This design comes from an exercise in tuning for small area on the open sky130 flow, not from production work. In this exercise RTL edits were held to simulation tests only and were not proved equivalent to the original. No activity file was given, so power comes from the tool's default toggle rates.

==> flow/design.v <==
package mac_pkg;
    localparam logic [47:0] local_mac     = 48'h02_00_00_00_00_01;
    localparam logic [47:0] broadcast_mac = 48'hFFFF_FFFF_FFFF;
    localparam logic [15:0] ether_type_ip = 16'h0800;
    localparam logic [7:0]  preamble_byte = 8'h55;
    localparam logic [7:0]  sfd_byte      = 8'hD5;
    localparam int preamble_len = 7;
    localparam int header_len   = 14;
    localparam int fcs_len      = 4;
    localparam int gap_len      = 12;    
    localparam int max_payload  = 64;
    localparam int buf_words    = 16;
    localparam logic [31:0] crc_poly_refl = 32'hEDB8_8320;
    localparam logic [31:0] crc_residue   = 32'hDEBB_20E3;
    localparam logic [2:0] tx_st_collect  = 3'd0;
    localparam logic [2:0] tx_st_preamble = 3'd1;
    localparam logic [2:0] tx_st_sfd      = 3'd2;
    localparam logic [2:0] tx_st_header   = 3'd3;
    localparam logic [2:0] tx_st_payload  = 3'd4;
    localparam logic [2:0] tx_st_fcs      = 3'd5;
    localparam logic [2:0] tx_st_gap      = 3'd6;
    localparam logic [2:0] rx_st_idle     = 3'd0;
    localparam logic [2:0] rx_st_preamble = 3'd1;
    localparam logic [2:0] rx_st_header   = 3'd2;
    localparam logic [2:0] rx_st_body     = 3'd3;
    localparam logic [2:0] rx_st_skip     = 3'd4;    
    typedef logic [6:0] payload_len_t;   
    typedef union packed {
        logic [0:header_len-1][7:0] bytes;
        struct packed {
            logic [47:0] dst;
            logic [47:0] src;
            logic [15:0] ether_type;
        } fields;
    } mac_header_u;
endpackage
import mac_pkg::*;
module crc32_engine
(
    input  logic        clk,
    input  logic        rst_n,
    input  logic        init,
    input  logic        en,
    input  logic [7:0]  data_byte,
    output logic [31:0] crc
);
    logic [31:0] crc_next;
    always_comb begin
        crc_next = crc;
        for (int i = 0; i < 8; i++) begin
            if (crc_next[0] ^ data_byte[i]) begin
                crc_next = (crc_next >> 1) ^ crc_poly_refl;
            end else begin
                crc_next = crc_next >> 1;
            end
        end
    end
    always_ff @(posedge clk or negedge rst_n) begin
        if (!rst_n) begin
            crc <= '1;
        end else if (init) begin
            crc <= '1;
        end else if (en) begin
            crc <= crc_next;
        end
    end
endmodule
import mac_pkg::*;
module tx_framer
(
    input  logic         clk,
    input  logic         rst_n,
    input  logic [31:0]  tx_data,
    input  logic [6:0] tx_len,
    input  logic         tx_req,
    output logic         tx_ack,
    output logic [7:0]   gmii_tx_d,
    output logic         gmii_tx_en,
    output logic [31:0]  tx_frame_count
);
    logic [2:0]      state;
    logic [6:0]      cnt;            
    logic [3:0]      word_idx;
    logic [6:0]    len_q;
    logic [6:0]    len_m1;
    logic [3:0][7:0] payload_mem [buf_words];
    mac_pkg::mac_header_u     hdr;
    logic [7:0]      next_byte;
    logic [31:0]     crc;
    logic [3:0][7:0] fcs;
    assign hdr.fields = {broadcast_mac, local_mac, ether_type_ip};
    assign len_m1     = tx_len - 7'd1;
    assign fcs        = ~crc;    
    always_comb begin
        case (state)
            tx_st_preamble: next_byte = preamble_byte;
            tx_st_sfd:      next_byte = sfd_byte;
            tx_st_header:   next_byte = hdr.bytes[cnt[3:0]];
            tx_st_payload:  next_byte = payload_mem[cnt[5:2]][cnt[1:0]];
            tx_st_fcs:      next_byte = fcs[cnt[1:0]];
            default:        next_byte = 8'h00;
        endcase
    end
    crc32_engine u_crc (
        .clk       (clk),
        .rst_n     (rst_n),
        .init      (state == tx_st_collect),
        .en        (state == tx_st_header || state == tx_st_payload),
        .data_byte (next_byte),
        .crc       (crc)
    );
    always_ff @(posedge clk) begin
        if (state == tx_st_collect && tx_req && !tx_ack) begin
            payload_mem[word_idx] <= tx_data;
        end
    end
    always_ff @(posedge clk or negedge rst_n) begin
        if (!rst_n) begin
            state          <= tx_st_collect;
            cnt            <= '0;
            word_idx       <= '0;
            len_q          <= '0;
            tx_ack         <= 1'b0;
            gmii_tx_d      <= '0;
            gmii_tx_en     <= 1'b0;
            tx_frame_count <= '0;
        end else begin
            gmii_tx_d  <= next_byte;
            gmii_tx_en <= state != tx_st_collect && state != tx_st_gap;
            cnt        <= cnt + 7'd1;
            case (state)
                tx_st_collect: begin
                    cnt <= '0;
                    if (tx_req && !tx_ack) begin
                        tx_ack <= 1'b1;
                    end else if (!tx_req && tx_ack) begin
                        tx_ack   <= 1'b0;
                        word_idx <= word_idx + 4'd1;
                        if (word_idx == len_m1[5:2]) begin     
                            word_idx <= '0;
                            len_q    <= tx_len;
                            state    <= tx_st_preamble;
                        end
                    end
                end
                tx_st_preamble: begin
                    if (cnt == 7'(preamble_len - 1)) begin
                        state <= tx_st_sfd;
                    end
                end
                tx_st_sfd: begin
                    cnt   <= '0;
                    state <= tx_st_header;
                end
                tx_st_header: begin
                    if (cnt == 7'(header_len - 1)) begin
                        cnt   <= '0;
                        state <= tx_st_payload;
                    end
                end
                tx_st_payload: begin
                    if (cnt == len_q - 7'd1) begin
                        cnt   <= '0;
                        state <= tx_st_fcs;
                    end
                end
                tx_st_fcs: begin
                    if (cnt == 7'(fcs_len - 1)) begin
                        cnt   <= '0;
                        state <= tx_st_gap;
                    end
                end
                default: begin   
                    if (cnt == 7'd0) begin
                        tx_frame_count <= tx_frame_count + 32'd1;
                    end
                    if (cnt == 7'(gap_len - 1)) begin
                        state <= tx_st_collect;
                    end
                end
            endcase
        end
    end
endmodule
import mac_pkg::*;
module rx_parser
(
    input  logic        clk,
    input  logic        rst_n,
    input  logic [7:0]  gmii_rx_d,
    input  logic        gmii_rx_dv,
    input  logic        gmii_rx_er,
    output logic        store_wr_en,
    output logic [6:0]  store_wr_index,
    output logic [7:0]  store_wr_byte,
    output logic        store_commit,
    output logic [6:0] store_commit_len,
    output logic        store_abort,
    input  logic        store_busy,
    output logic [31:0] rx_drop_count
);
    logic [2:0]  state;
    logic [7:0]  cnt;           
    logic        accept;        
    logic        err_seen;
    mac_pkg::mac_header_u hdr;
    logic [31:0] crc;
    logic        addr_ok;
    logic        len_ok;
    logic        frame_good;
    assign addr_ok    = hdr.fields.dst == local_mac || hdr.fields.dst == broadcast_mac;
    assign len_ok     = cnt >= 8'(fcs_len + 1) && cnt <= 8'(max_payload + fcs_len);
    assign frame_good = accept && !err_seen && addr_ok && len_ok && crc == crc_residue;
    assign store_wr_en    = state == rx_st_body && gmii_rx_dv && accept &&
                            cnt < 8'(max_payload + fcs_len);
    assign store_wr_index = cnt[6:0];
    assign store_wr_byte  = gmii_rx_d;
    crc32_engine u_crc (
        .clk       (clk),
        .rst_n     (rst_n),
        .init      (state == rx_st_idle || state == rx_st_preamble),
        .en        (gmii_rx_dv && (state == rx_st_header || state == rx_st_body)),
        .data_byte (gmii_rx_d),
        .crc       (crc)
    );
    always_ff @(posedge clk) begin
        if (state == rx_st_header && gmii_rx_dv) begin
            hdr.bytes[cnt[3:0]] <= gmii_rx_d;
        end
    end
    always_ff @(posedge clk or negedge rst_n) begin
        if (!rst_n) begin
            state            <= rx_st_idle;
            cnt              <= '0;
            accept           <= 1'b0;
            err_seen         <= 1'b0;
            store_commit     <= 1'b0;
            store_commit_len <= '0;
            store_abort      <= 1'b0;
            rx_drop_count    <= '0;
        end else begin
            store_commit <= 1'b0;
            store_abort  <= 1'b0;
            if (store_abort) begin
                rx_drop_count <= rx_drop_count + 32'd1;
            end
            case (state)
                rx_st_idle: begin
                    if (gmii_rx_dv) begin
                        state <= (gmii_rx_d == preamble_byte) ? rx_st_preamble : rx_st_skip;
                    end
                end
                rx_st_preamble: begin
                    if (!gmii_rx_dv) begin
                        state <= rx_st_idle;
                    end else if (gmii_rx_d == sfd_byte) begin
                        state    <= rx_st_header;
                        cnt      <= '0;
                        accept   <= !store_busy;
                        err_seen <= gmii_rx_er;
                    end else if (gmii_rx_d != preamble_byte) begin
                        state <= rx_st_skip;
                    end
                end
                rx_st_header: begin
                    if (!gmii_rx_dv) begin
                        store_abort <= 1'b1;     
                        state       <= rx_st_idle;
                    end else begin
                        cnt      <= cnt + 8'd1;
                        err_seen <= err_seen | gmii_rx_er;
                        if (cnt == 8'(header_len - 1)) begin
                            cnt   <= '0;
                            state <= rx_st_body;
                        end
                    end
                end
                rx_st_body: begin
                    if (gmii_rx_dv) begin
                        if (cnt != 8'hFF) begin
                            cnt <= cnt + 8'd1;
                        end
                        err_seen <= err_seen | gmii_rx_er;
                    end else begin
                        store_commit     <= frame_good;
                        store_commit_len <= 7'(cnt - 8'(fcs_len));
                        store_abort      <= !frame_good;
                        state            <= rx_st_idle;
                    end
                end
                default: begin
                    if (!gmii_rx_dv) begin
                        state <= rx_st_idle;
                    end
                end
            endcase
        end
    end
endmodule
import mac_pkg::*;
module rx_frame_buffer
(
    input  logic         clk,
    input  logic         rst_n,
    input  logic         store_wr_en,
    input  logic [6:0]   store_wr_index,
    input  logic [7:0]   store_wr_byte,
    input  logic         store_commit,
    input  logic [6:0] store_commit_len,
    input  logic         store_abort,
    output logic         store_busy,
    output logic [31:0]  rx_data,
    output logic [6:0] rx_len,
    output logic         rx_last,
    output logic         rx_req,
    input  logic         rx_ack
);
    logic [3:0][7:0] mem [buf_words];
    logic [3:0]      rd_idx;
    logic            busy;
    logic [6:0]    len_m1;
    logic [3:0][7:0] word;
    assign store_busy = busy;
    assign len_m1     = rx_len - 7'd1;
    assign rx_last    = rd_idx == len_m1[5:2];
    assign rx_data    = word;
    always_comb begin
        word = mem[rd_idx];
        for (int b = 0; b < 4; b++) begin
            if ({1'b0, rd_idx, 2'(b)} >= rx_len) begin
                word[b] = 8'h00;
            end
        end
    end
    always_ff @(posedge clk) begin
        if (store_wr_en && store_wr_index < 7'(max_payload)) begin
            mem[store_wr_index[5:2]][store_wr_index[1:0]] <= store_wr_byte;
        end
    end
    always_ff @(posedge clk or negedge rst_n) begin
        if (!rst_n) begin
            busy   <= 1'b0;
            rx_req <= 1'b0;
            rd_idx <= '0;
            rx_len <= '0;
        end else if (store_commit) begin
            busy   <= 1'b1;
            rx_req <= 1'b1;
            rd_idx <= '0;
            rx_len <= store_commit_len;
        end else if (rx_req && rx_ack) begin
            rx_req <= 1'b0;
        end else if (busy && !rx_req && !rx_ack) begin
            if (rx_last) begin
                busy <= 1'b0;
            end else begin
                rd_idx <= rd_idx + 4'd1;
                rx_req <= 1'b1;
            end
        end
    end
endmodule
import mac_pkg::*;
module ethernet_mac
(
    input  logic         clk,
    input  logic         rst_n,
    input  logic [31:0]  tx_data,
    input  logic [6:0] tx_len,
    input  logic         tx_req,
    output logic         tx_ack,
    output logic [31:0]  rx_data,
    output logic [6:0] rx_len,
    output logic         rx_last,
    output logic         rx_req,
    input  logic         rx_ack,
    output logic [7:0]   gmii_tx_d,
    output logic         gmii_tx_en,
    input  logic [7:0]   gmii_rx_d,
    input  logic         gmii_rx_dv,
    input  logic         gmii_rx_er,
    output logic [31:0]  tx_frame_count,
    output logic [31:0]  rx_drop_count
);
    logic         store_wr_en;
    logic [6:0]   store_wr_index;
    logic [7:0]   store_wr_byte;
    logic         store_commit;
    logic [6:0] store_commit_len;
    logic         store_abort;
    logic         store_busy;
    tx_framer u_tx_framer (
        .clk            (clk),
        .rst_n          (rst_n),
        .tx_data        (tx_data),
        .tx_len         (tx_len),
        .tx_req         (tx_req),
        .tx_ack         (tx_ack),
        .gmii_tx_d      (gmii_tx_d),
        .gmii_tx_en     (gmii_tx_en),
        .tx_frame_count (tx_frame_count)
    );
    rx_parser u_rx_parser (
        .clk           (clk),
        .rst_n         (rst_n),
        .gmii_rx_d     (gmii_rx_d),
        .gmii_rx_dv    (gmii_rx_dv),
        .gmii_rx_er    (gmii_rx_er),
        .store_wr_en      (store_wr_en),
        .store_wr_index   (store_wr_index),
        .store_wr_byte    (store_wr_byte),
        .store_commit     (store_commit),
        .store_commit_len (store_commit_len),
        .store_abort      (store_abort),
        .store_busy       (store_busy),
        .rx_drop_count (rx_drop_count)
    );
    rx_frame_buffer u_rx_buffer (
        .clk     (clk),
        .rst_n   (rst_n),
        .store_wr_en      (store_wr_en),
        .store_wr_index   (store_wr_index),
        .store_wr_byte    (store_wr_byte),
        .store_commit     (store_commit),
        .store_commit_len (store_commit_len),
        .store_abort      (store_abort),
        .store_busy       (store_busy),
        .rx_data (rx_data),
        .rx_len  (rx_len),
        .rx_last (rx_last),
        .rx_req  (rx_req),
        .rx_ack  (rx_ack)
    );
endmodule
==> flow/run.sh <==
#!/bin/bash
# synth_recipe.tcl (not shown) runs the flow's synth.tcl, then flattens the netlist and writes it again
# the make line also repeats each setting of config.mk as NAME=value (left out here)
make -C /OpenROAD-flow-scripts/flow DESIGN_CONFIG=/design/flow/config.mk WORK_HOME=/design/flow/orfs CLKGATE_MAP_FILE= SYNTH_SCRIPT=/design/flow/synth_recipe.tcl finish
==> flow/config.mk <==
export PLATFORM = sky130hd
export DESIGN_NAME = ethernet_mac
export DESIGN_NICKNAME = ethernet_mac
export VERILOG_FILES = /design/flow/design.v
export SDC_FILE = /design/flow/constraint.sdc
export NUM_CORES = 4
export LEC_CHECK = 0
export CAP_MARGIN = 20
export CORE_MARGIN = 2
export CORE_UTILIZATION = 40
export SLEW_MARGIN = 20
==> flow/constraint.sdc <==
create_clock -name core_clock -period 8.0 [get_ports {clk}]
set_input_delay 1.6000 -clock core_clock [delete_from_list [all_inputs] [get_ports {clk}]]
set_output_delay 1.6000 -clock core_clock [all_outputs]
set_load 0.01 [all_outputs]
==> summary.md <==
| Metric | Value |
|---|---|
| Syn Inst Count | 3086 |
| Largest delay share family, worst path | buffers and inverters |
| Starting Density | 40.21% |
| # setup viols final | 0 |
| Synth warn | 4 |
| CTS tree | built |
| Post-synth EDFFs | 1072 |
| Crit-path cells | buf_4 > buf_4 > mux4_2 > mux4_2 > nor2b_1 > clkdlybuf4s50_1 |
| Row count | 134 |
| Hold endpoint | u_rx_parser.rx_drop_count[31]$_DFFE_PN0P_ |
| Core Footprint | 133300 sq um |
| Hold_sp | u_rx_parser.rx_drop_count[31]$_DFFE_PN0P_ |
| Inserted Clock Buffers | 137 |
| Vias in the first global route | 28830 |
| R2r startpoint | u_tx_framer.cnt[2]$_DFF_PN0_ |
| # hold bufs at CTS | 0 |
| Post-CTS Resized | 0 |
| Crit path largest cell delay | 0.87 ns |
| Synth cell types | 95 |
| Final Cycle Share | 77.42% |
| Via density | 5.570 |
| Pin count of the biggest net entering global routing | 105 |
| R2R Setup Slk | 2.99 ns |
| Worst EP required | 6.40 ns |
| Congestion Overflow GR | 0 |
| Max Cap Viol | 0 |
| WL per Instance | 26.27 microns |
| Final core occ | 46.27% |
| Layout cells sized above 1 | 19.52% |
| Crit-path max FO | 47 |
| Clk sinks | 1266 |
| Leakage | 19.47 nW |
| FF-to-FF path depth | 11 |
| Worst skew pair latency | 0.79 ns |
| Initial antenna violation count | 8 |
| Post-route ant nets | 0 |
| Status | finished clean |
| WHS Path Cells | 1 |
| Critical path startpoint category | flop |
| Slew Viols, Final | 0 |
| Post-DP HPWL | 82.81 mm |
| Crit path max-delay cell type | dfrtp_4 |
| Port bufs | 167 |
| Seq/Total Area, Yosys | 69.26% |
| Final hold violations | 0 |
| DRT iter0 DRCs | 2860 |
| Clock skew | 0.02437 ns |
| IO Pins | 168 |
| Slew margin rel. | 25.55% |
| CTS max path bufs | 3 |
| Avg Cell Area, Syn | 17.37 sq um |
| Setup crit end kind | output pin |
| Global Route Usage Sum | 19.84% |
| Final worst path period need | 6.193 ns |
| H-Tree Depth | 4 |
| Detailed Route WL | 135.8 mm |
| Die width | 370.1 microns |
| Highest clock rate | 0.1615 GHz |
| DRC | 0 |
| Worst-path clk slew | 0.06 ns |
| Synth-to-layout area growth | 15.06% |
| Setup Fix Bufs, Post-CTS | 0 |
| Via count | 28800 |
| Worst vdd ir | 0.2938 mV |
| Global-route wire length before repair | 199.0 mm |
| Syn Nets | 3181 |
| Root Buffer | clkbuf_16 |
| Post-route setup slack | 1.807 ns |
| Worst slew pin tran | 1.117 ns |
| Synth Register Bits | 1266 |
| Critical path start-end classification | flop to output pin |
| Worst Path Buf+Inv | 3 |
| Die footprint | 136900 sq um |
| Commonest register cell after synthesis | edfxtp_1 |
| Nets | 3389 |
| HP Class | flop to flop |
| Fraction of registers with async set/reset | 15.32% |
| TritonRoute pass-1 iters | 5 |
| Setup WS pre-CTS | 2.612 ns |
| Reg2reg end | u_tx_framer.u_crc.crc[19]$_DFFE_PN1P_ |
| Cell area power density | 292.4 nW/um^2 |
| Fin Setup TNS | 0 ns |
| GP Congestion | 0.8361 |
| Post-Syn Area | 53600 sq um |
| Hold Worst Slack | 0.4729 ns |
| Die Height | 370.1 microns |
| Crit path DAT | 4.59 ns |
| RSZ-0062 raised after global routing | false |
| Total power | 18.03 mW |
cells by family (layout without fill, tap and decap cells):
| group | Yosys count | in the layout | synth area share, % |
|---|---|---|---|
| buf+inv | 195 | 510 | 1.919 |
| simple gates | 636 | 636 | 5.805 |
| other cells | 0 | 2 | 0 |
| flops | 1266 | 1266 | 69.26 |
| mux | 394 | 394 | 13.46 |
| xor+xnor | 235 | 235 | 4.349 |
| fa+ha+maj | 42 | 42 | 0.9804 |
| compound gates | 318 | 318 | 4.223 |
sequential cells by signal, indices dropped and copies added (netlist names), 3 cells and up:
signal and cells:
u_rx_parser.rx_drop_count 32, u_rx_parser.hdr 48, u_tx_framer.len_q 7, u_rx_buffer.mem 512, u_rx_buffer.rx_len 7, u_tx_framer.word_idx 4, u_rx_parser.u_crc.crc 32, u_rx_parser.cnt 8
u_rx_parser.state 3, u_tx_framer.gmii_tx_d 8, u_tx_framer.u_crc.crc 32, u_rx_parser.store_commit_len 7, u_rx_buffer.rd_idx 4, u_tx_framer.payload_mem 512, u_tx_framer.tx_frame_count 32, u_tx_framer.cnt 7
u_tx_framer.state 3
worst max-delay path by stage:
stage	endpoint	start	cells after the start
global placement	rx_data[27]	u_rx_buffer.rd_idx[1]$_DFFE_PN0P_	6
global route	rx_data[27]	u_rx_buffer.rd_idx[1]$_DFFE_PN0P_	6
finish	rx_data[27]	u_rx_buffer.rd_idx[1]$_DFFE_PN0P_	6
detailed placement	rx_data[27]	u_rx_buffer.rd_idx[1]$_DFFE_PN0P_	6
floorplan	u_tx_framer.payload_mem[3][0]$_DFFE_PP_	tx_req	4
CTS	rx_data[27]	u_rx_buffer.rd_idx[1]$_DFFE_PN0P_	6
where the power goes:
part | internal, mW | switching, mW
Combinational | 1.90 | 2.16
Clock | 3.63 | 2.68
Sequential | 7.41 | 0.256
Total | 12.9 | 5.09
cell usage in the layout, fill, tap and decap left out, types with 40 or more instances in the layout:
cell,instances
nand3_1,40
o21ai_0,49
dfrtp_1,124
mux4_2,226
xor2_1,61
clkbuf_16,139
and3_1,48
clkdlybuf4s50_1,166
mux2i_1,89
dfstp_2,64
mux2_2,53
nor2_1,156
edfxtp_1,1072
xnor2_1,153
buf_4,57
a21oi_1,67
nand2_1,167
ha_1,42
nor2b_1,54
stage by stage:
| step | area [sq um] | instances |
|---|---|---|
| global route | 61670 | 5170 |
| CTS | 61670 | 5169 |
| finish | 61670 | 5171 |
| detailed placement | 57220 | 4923 |
| floorplan | 53600 | 3086 |
| global placement | 57220 | 4923 |
routing by layer:
metal / track usage [%] / vias up / share of wire [%]
met4: 7.559 / 8 / 3.1
met3: 3.188 / 192 / 5.7
met2: 31.91 / 948 / 49
met5: 0 / - / 0.036
met1: 27.19 / 15100 / 42
li1: - / 12560 / -
final cells by class:
cell class	instances	area [sq um]
Multi-Input combinational cell	1625	15580
Clock inverter	84	843.3
Sequential cell	1266	37140
Antenna cell	2	5.005
Tap cell	1768	2212
Timing Repair Buffer	226	2145
Clock buffer	162	3605
Inverter	38	142.6
Fill cell	11370	71620
Yosys cell counts (14+ instances only):
| library cell | n | area [sq um] |
|---|---|---|
| clkbuf_1 | 96 | 360.4 |
| xnor2_1 | 153 | 1340 |
| nand2_1 | 167 | 626.9 |
| mux2_2 | 53 | 596.8 |
| a22o_1 | 19 | 166.4 |
| edfxtp_1 | 1072 | 32190 |
| o22a_1 | 38 | 332.8 |
| mux2i_1 | 89 | 890.9 |
| and3_1 | 48 | 300.3 |
| a22oi_1 | 23 | 172.7 |
| nor2b_1 | 54 | 337.8 |
| and2_1 | 14 | 87.58 |
| o21ai_0 | 50 | 250.2 |
| dfstp_2 | 64 | 1682 |
| mux4_2 | 226 | 5090 |
| buf_2 | 18 | 90.09 |
| nor4_1 | 25 | 156.4 |
| nand4_1 | 32 | 200.2 |
| nand3_1 | 40 | 200.2 |
| inv_1 | 37 | 138.9 |
| nor2_1 | 170 | 638.1 |
| dfrtp_1 | 130 | 3253 |
| ha_1 | 42 | 525.5 |
| xor2_1 | 61 | 534.3 |
| mux4_1 | 23 | 604.3 |
| o22ai_1 | 19 | 118.9 |
| nor3_1 | 32 | 160.2 |
| a21oi_1 | 67 | 335.3 |
worst reg2reg max path, cell delays in order, from the launching register on:
cell and delay, ns:
dfrtp_4 0.86, buf_4 0.84, mux4_1 0.66, mux2i_1 0.39
a221o_1 0.21, a21oi_1 0.09, a211oi_1 0.31, o2bb2ai_2 0.12
xor2_2 0.41, xnor3_1 0.55, xnor3_1 0.35, o22a_1 0.17

## separate check: timing with driven ports
No port has a modelled driver above. Below, the same layout with a new extraction and two added sets of constraints. Step 1 assumes that a clkbuf_16 drives the clock port and a buf_2 every other input. Step 2 moves the port delays by t, midway between the first and last clock arrival at a register: inputs arrive t later, outputs are due t later. That takes back most of the time a late clock gives input paths. a / b / c = ideal ports / drivers / drivers and shift; a / b = the first two.
shift t [ns]: 0.843
setup WS [ns]: 1.807 / 1.735 / 2.578
hold WS [ns]: 0.473 / 0.473 / 0.473
slew at the worst register clock pin (ns): 0.07 / 0.07
After both steps this run still meets setup and hold. The setup slack of this run moves by -0.072 ns with the drivers and by +0.771 ns with both steps.
